Background: an optimization exercise with open tools, aiming at small area and few clock cycles per item. Do not read the settings as production practice.
At most, simulation tests tie the RTL to the original design; equivalence was not proved.

==> run F: inputs <==
// pixel_false_color_mapper
module pixel_false_color_mapper (
	input  wire                              clk,
	input  wire                              arst_n,
	input  wire                              cfg_valid,
	output logic                             cfg_ready,
	input  wire [pfcm_pkg::CFG_IDX_W-1:0]    cfg_index,
	input  wire [pfcm_pkg::CFG_DATA_W-1:0]   cfg_data,
	input  wire                              s_axis_tvalid,
	output logic                             s_axis_tready,
	input  wire [pfcm_pkg::PIX_W-1:0]        s_axis_tdata,    
	output logic                             m_axis_tvalid,
	input  wire                              m_axis_tready,
	output logic [3*pfcm_pkg::CH_W-1:0]      m_axis_tdata     
);
==> module pixel_false_color_mapper, before the edit <==
module pixel_false_color_mapper (
	input  wire                              clk,
	input  wire                              arst_n,
	input  wire                              cfg_valid,
	output logic                             cfg_ready,
	input  wire [pfcm_pkg::CFG_IDX_W-1:0]    cfg_index,
	input  wire [pfcm_pkg::CFG_DATA_W-1:0]   cfg_data,
	input  wire                              s_axis_tvalid,
	output logic                             s_axis_tready,
	input  wire [pfcm_pkg::PIX_W-1:0]        s_axis_tdata,    
	output logic                             m_axis_tvalid,
	input  wire                              m_axis_tready,
	output logic [3*pfcm_pkg::CH_W-1:0]      m_axis_tdata     
);
	logic [3:0] dm1_q;
	logic       heat_q, satm_q;
	assign cfg_ready = 1'b1;
	always_ff @(posedge clk or negedge arst_n) begin
		if (!arst_n) begin
			dm1_q  <= DM1_RESET;
			heat_q <= 1'b0;
			satm_q <= 1'b0;
		end else if (cfg_valid) begin
			if (cfg_index == REG_BIT_DEPTH) begin
				if (cfg_data == 5'd0)
					dm1_q <= 4'd0;
				else if (cfg_data[4])
					dm1_q <= 4'd15;
				else
					dm1_q <= cfg_data[3:0] - 4'd1;
			end else begin
				heat_q <= (cfg_data[1:0] == MODE_HEAT);
				satm_q <= (cfg_data[1:0] == MODE_SAT);
			end
		end
	end
	logic v_q;
	assign s_axis_tready = !v_q || m_axis_tready;
	assign m_axis_tvalid = v_q;
	always_ff @(posedge clk or negedge arst_n) begin
		if (!arst_n)
			v_q <= 1'b0;
		else if (s_axis_tready)
			v_q <= s_axis_tvalid;
	end
	logic [15:0] pix;
	logic [15:0] msk;
	logic [15:0] pm;
	logic [15:0] pl;
	logic        over;
	logic [12:1] xp;
	logic [12:1] x;
	logic        sat;
	logic [15:0] r8;
	logic [15:0] top;
	logic        ge;
	logic        inc, dec;
	logic [7:0]  g;
	logic [11:0] val_n;
	always_comb begin
		pix = s_axis_tdata;
		for (int i = 0; i < 16; i++)
			msk[i] = (4'(i) <= dm1_q);
		pm   = pix & msk;
		over = |(pix & ~msk);
		pl = pix << ~dm1_q;
		for (int k = 1; k <= 12; k++)
			xp[k] = pl[16 - k];
		for (int k = 2; k <= 12; k++)
			if (dm1_q < 4'(k - 1))
				for (int dd = 1; dd < k; dd++)
					if (dm1_q == 4'(dd - 1))
						xp[k] = pl[15 - ((k - 1) % dd)];
		x = over ? '1 : xp;
		sat = over;
		if (!over) begin
			sat = 1'b1;
			for (int i = 1; i < 16; i++)
				if (msk[i] && !pix[i]) sat = 1'b0;
		end
		r8[15:8] = pix[7:0] & msk[15:8];
		r8[7:0]  = 8'd0;
		if (dm1_q >= 4'd7) begin
			for (int j = 0; j < 8; j++)
				r8[7 - j] = xp[1 + j];
		end else begin
			for (int dd = 1; dd <= 7; dd++)
				if (dm1_q == 4'(dd - 1))
					for (int i = 0; i < dd; i++)
						r8[i] = pix[(i + 8 * dd - 8) % dd];
		end
		for (int i = 0; i < 16; i++)
			top[i] = msk[i] && ((i == 15) ? 1'b1 : !msk[i + 1]);
		ge  = (r8 >= (pm ^ top));
		inc = !over && !xp[1] && ge;
		dec = !over && xp[1] && !ge;
		g = {x[1], x[2], x[3], x[4], x[5], x[6], x[7], x[8]} + 8'(inc) - 8'(dec);
		if (heat_q)
			val_n = {x[12], x[1], x[2], x[3], x[4], x[5], x[6], x[7], x[8], x[9], x[10], x[11]};
		else
			val_n = {3'b000, satm_q && sat, g};
	end
	logic [11:0] val_q;
	logic        hm_q;
	always_ff @(posedge clk) begin
		if (s_axis_tready) begin
			val_q <= val_n;
			hm_q  <= heat_q;
		end
	end
	logic [7:0] hv [0:2];
	pfcm_chan_red   u_red   (.s(val_q[10:8]), .f(val_q[7:0]), .x12(val_q[11]), .value(hv[0]));
	pfcm_chan_green u_green (.s(val_q[10:8]), .f(val_q[7:0]), .x12(val_q[11]), .value(hv[1]));
	pfcm_chan_blue  u_blue  (.s(val_q[10:8]), .f(val_q[7:0]), .x12(val_q[11]), .value(hv[2]));
	always_comb begin
		if (hm_q)
			m_axis_tdata = {hv[2], hv[1], hv[0]};
		else if (val_q[8])
			m_axis_tdata = 24'h0000ff;
		else
			m_axis_tdata = {3{val_q[7:0]}};
	end
endmodule
export LEC_CHECK = 0
export ABC_AREA = 1
export CAP_MARGIN = 20
export CORE_MARGIN = 2
export CORE_UTILIZATION = 40
export GPL_TIMING_DRIVEN = 0
export SETUP_SLACK_MARGIN = 0.1
export SLEW_MARGIN = 20
create_clock -name core_clock -period 8.0 [get_ports {clk}]
standard.sh (not shown) runs the stock make flow with config.mk's settings and CLKGATE_MAP_FILE= SYNTH_SCRIPT=/design/flow/synth_recipe.tcl, a recipe that flattens the netlist after the stock synthesis.
==> flow/flow/run.sh <==
#!/bin/bash
# Layout flow: the standard ORFS flow, with two synthesis changes, smaller port buffers and a smaller clock tree.
#  - synthesis uses a local copy of the ORFS scripts whose area ABC script runs &deepsyn
#    and area recovery under a delay target; half adders are left to ABC as plain gates.
#  - port buffers are sky130_fd_sc_hd__buf_1 (every port still gets its own buffer).
#  - the clock tree uses sky130_fd_sc_hd__clkbuf_8 and no dummy loads.
# Each step's full output goes to a log file in this folder.
set -euo pipefail
WORK=$(pwd)
rm -rf "$WORK/scripts_local"
cp -r "$FLOW_HOME/scripts" "$WORK/scripts_local"
cat > "$WORK/scripts_local/abc_area.script" <<'ABC'
strash
&get -n
&deepsyn -T 120
&put
dch
map -D 4000
topo
stime -c
buffer -c
upsize -c
dnsize -c
ABC
DU_BASE=$(make -s -f - print <<'MK'
include $(FLOW_HOME)/platforms/sky130hd/config.mk
print:
	@echo $(DONT_USE_CELLS)
MK
)
bash standard.sh SCRIPTS_DIR="$WORK/scripts_local" \
	DONT_USE_CELLS="$DU_BASE sky130_fd_sc_hd__ha_1 sky130_fd_sc_hd__ha_2 sky130_fd_sc_hd__ha_4" \
	synth > "$WORK/synth.log" 2>&1
bash standard.sh BUFFER_PORTS_ARGS="-buffer_cell sky130_fd_sc_hd__buf_1" \
	CTS_ARGS="-buf_list sky130_fd_sc_hd__clkbuf_8 -dont_use_dummy_load" \
	finish > "$WORK/layout.log" 2>&1
==> inputs of run E, as changes to run F <==
--- a/flow/flow/run.sh
+++ b/flow/flow/run.sh
@@ -17,3 +17,3 @@
 dch
-map -D 4000
+map -D 2500
 topo
--- a/flow/config.mk
+++ b/flow/config.mk
@@ -10,3 +10,3 @@
 export CORE_MARGIN = 2
-export CORE_UTILIZATION = 40
+export CORE_UTILIZATION = 60
 export GPL_TIMING_DRIVEN = 0
==> inputs of run Z, as changes to run F <==
--- a/flow/design.v
+++ b/flow/design.v
@@ -601,3 +601,2 @@
 	logic [15:0] pm;
-	logic [15:0] pl;
 	logic        over;
@@ -607,4 +606,4 @@
 	logic [15:0] r8;
-	logic [15:0] top;
-	logic        ge;
+	logic [16:0] y;
+	logic        yb;
 	logic        inc, dec;
@@ -618,10 +617,8 @@
 		over = |(pix & ~msk);
-		pl = pix << ~dm1_q;
-		for (int k = 1; k <= 12; k++)
-			xp[k] = pl[16 - k];
-		for (int k = 2; k <= 12; k++)
-			if (dm1_q < 4'(k - 1))
-				for (int dd = 1; dd < k; dd++)
-					if (dm1_q == 4'(dd - 1))
-						xp[k] = pl[15 - ((k - 1) % dd)];
+		for (int k = 1; k <= 12; k++) begin
+			xp[k] = 1'b0;
+			for (int dd = 1; dd <= 16; dd++)
+				if (dm1_q == 4'(dd - 1))
+					xp[k] = pix[dd - 1 - ((k - 1) % dd)];
+		end
 		x = over ? '1 : xp;
@@ -644,7 +641,6 @@
 		end
-		for (int i = 0; i < 16; i++)
-			top[i] = msk[i] && ((i == 15) ? 1'b1 : !msk[i + 1]);
-		ge  = (r8 >= (pm ^ top));
-		inc = !over && !xp[1] && ge;
-		dec = !over && xp[1] && !ge;
+		y   = {1'b0, r8} - {1'b0, pm};
+		yb  = y[dm1_q];
+		inc = !over && !y[16] && yb;
+		dec = !over && y[16] && !yb;
 		g = {x[1], x[2], x[3], x[4], x[5], x[6], x[7], x[8]} + 8'(inc) - 8'(dec);
--- a/flow/flow/run.sh
+++ b/flow/flow/run.sh
@@ -1,7 +1,6 @@
 #!/bin/bash
-# Layout flow: the standard ORFS flow, with two synthesis changes, smaller port buffers and a smaller clock tree.
+# Layout flow: the standard ORFS flow, with two synthesis changes and smaller port buffers.
 #  - synthesis uses a local copy of the ORFS scripts whose area ABC script runs &deepsyn
-#    and area recovery under a delay target; half adders are left to ABC as plain gates.
+#    and area-oriented mapping; half adders are left to ABC as plain gates.
 #  - port buffers are sky130_fd_sc_hd__buf_1 (every port still gets its own buffer).
-#  - the clock tree uses sky130_fd_sc_hd__clkbuf_8 and no dummy loads.
 # Each step's full output goes to a log file in this folder.
@@ -17,3 +16,3 @@
 dch
-map -D 4000
+map -a
 topo
@@ -34,3 +33,3 @@
 bash standard.sh BUFFER_PORTS_ARGS="-buffer_cell sky130_fd_sc_hd__buf_1" \
-	CTS_ARGS="-buf_list sky130_fd_sc_hd__clkbuf_8 -dont_use_dummy_load" \
+	CTS_ARGS="-buf_list sky130_fd_sc_hd__clkbuf_4 -dont_use_dummy_load" \
 	finish > "$WORK/layout.log" 2>&1
==> inputs of run D, as changes to run F <==
--- a/flow/flow/run.sh
+++ b/flow/flow/run.sh
@@ -3,3 +3,3 @@
 #  - synthesis uses a local copy of the ORFS scripts whose area ABC script runs &deepsyn
-#    and area recovery under a delay target; half adders are left to ABC as plain gates.
+#    and area-oriented mapping (amap); half adders are left to ABC as plain gates.
 #  - port buffers are sky130_fd_sc_hd__buf_1 (every port still gets its own buffer).
@@ -16,4 +16,4 @@
 &put
-dch
-map -D 4000
+dch -f
+amap
 topo
==> notes.md <==
Clock skew: run E < run D < run F < run Z.
Maximum frequency, highest first: run E, run F, run Z, run D.
Setup slack: run D < run Z < run F < run E.
In flip-flop and latch count, run F and run Z do not differ.
Testbench counts of run F, summed over its fixed seeds: cycles 16,078, items 16,000.
Testbench counts of run E, summed over its fixed seeds: cycles 16,078, items 16,000.
Testbench counts of run D, summed over its fixed seeds: cycles 16,078, items 16,000.
Function not checked in run Z: the RTL went through the layout flow alone.

==> static timing again, ports no longer ideal <==
No port has a modelled driver above. Below, the same layouts with a new extraction and two added sets of constraints. Step 1, drivers: a clkbuf_16 drives clk and a buf_2 each remaining input, both assumed. Step 2 also shifts input and output timing later by t, the mid clock arrival at the registers, as if the neighbouring blocks saw the same clock. a / b / c = no drivers / after step 1 / after step 2; a / b = the first two.
| run | t, ns | setup slack, ns | clock arrival spread, ns | worst register clock-pin slew, ns |
|---|---|---|---|---|
| run F | 0.280 | 0.415 / 0.388 / 0.668 | 0.007 / 0.007 | 0.08 / 0.08 |
| run E | 0.272 | 0.471 / 0.447 / 0.718 | 0.002 / 0.001 | 0.07 / 0.07 |
| run Z | 0.316 | 0.352 / 0.329 / 0.176 | 0.019 / 0.019 | 0.12 / 0.12 |
| run D | 0.282 | 0.334 / 0.311 / 0.593 | 0.003 / 0.003 | 0.07 / 0.07 |
After both steps every run listed still meets setup and hold. For run Z, which loses most, drivers alone change the setup slack by -0.023 ns; drivers and shift together by -0.176 ns.
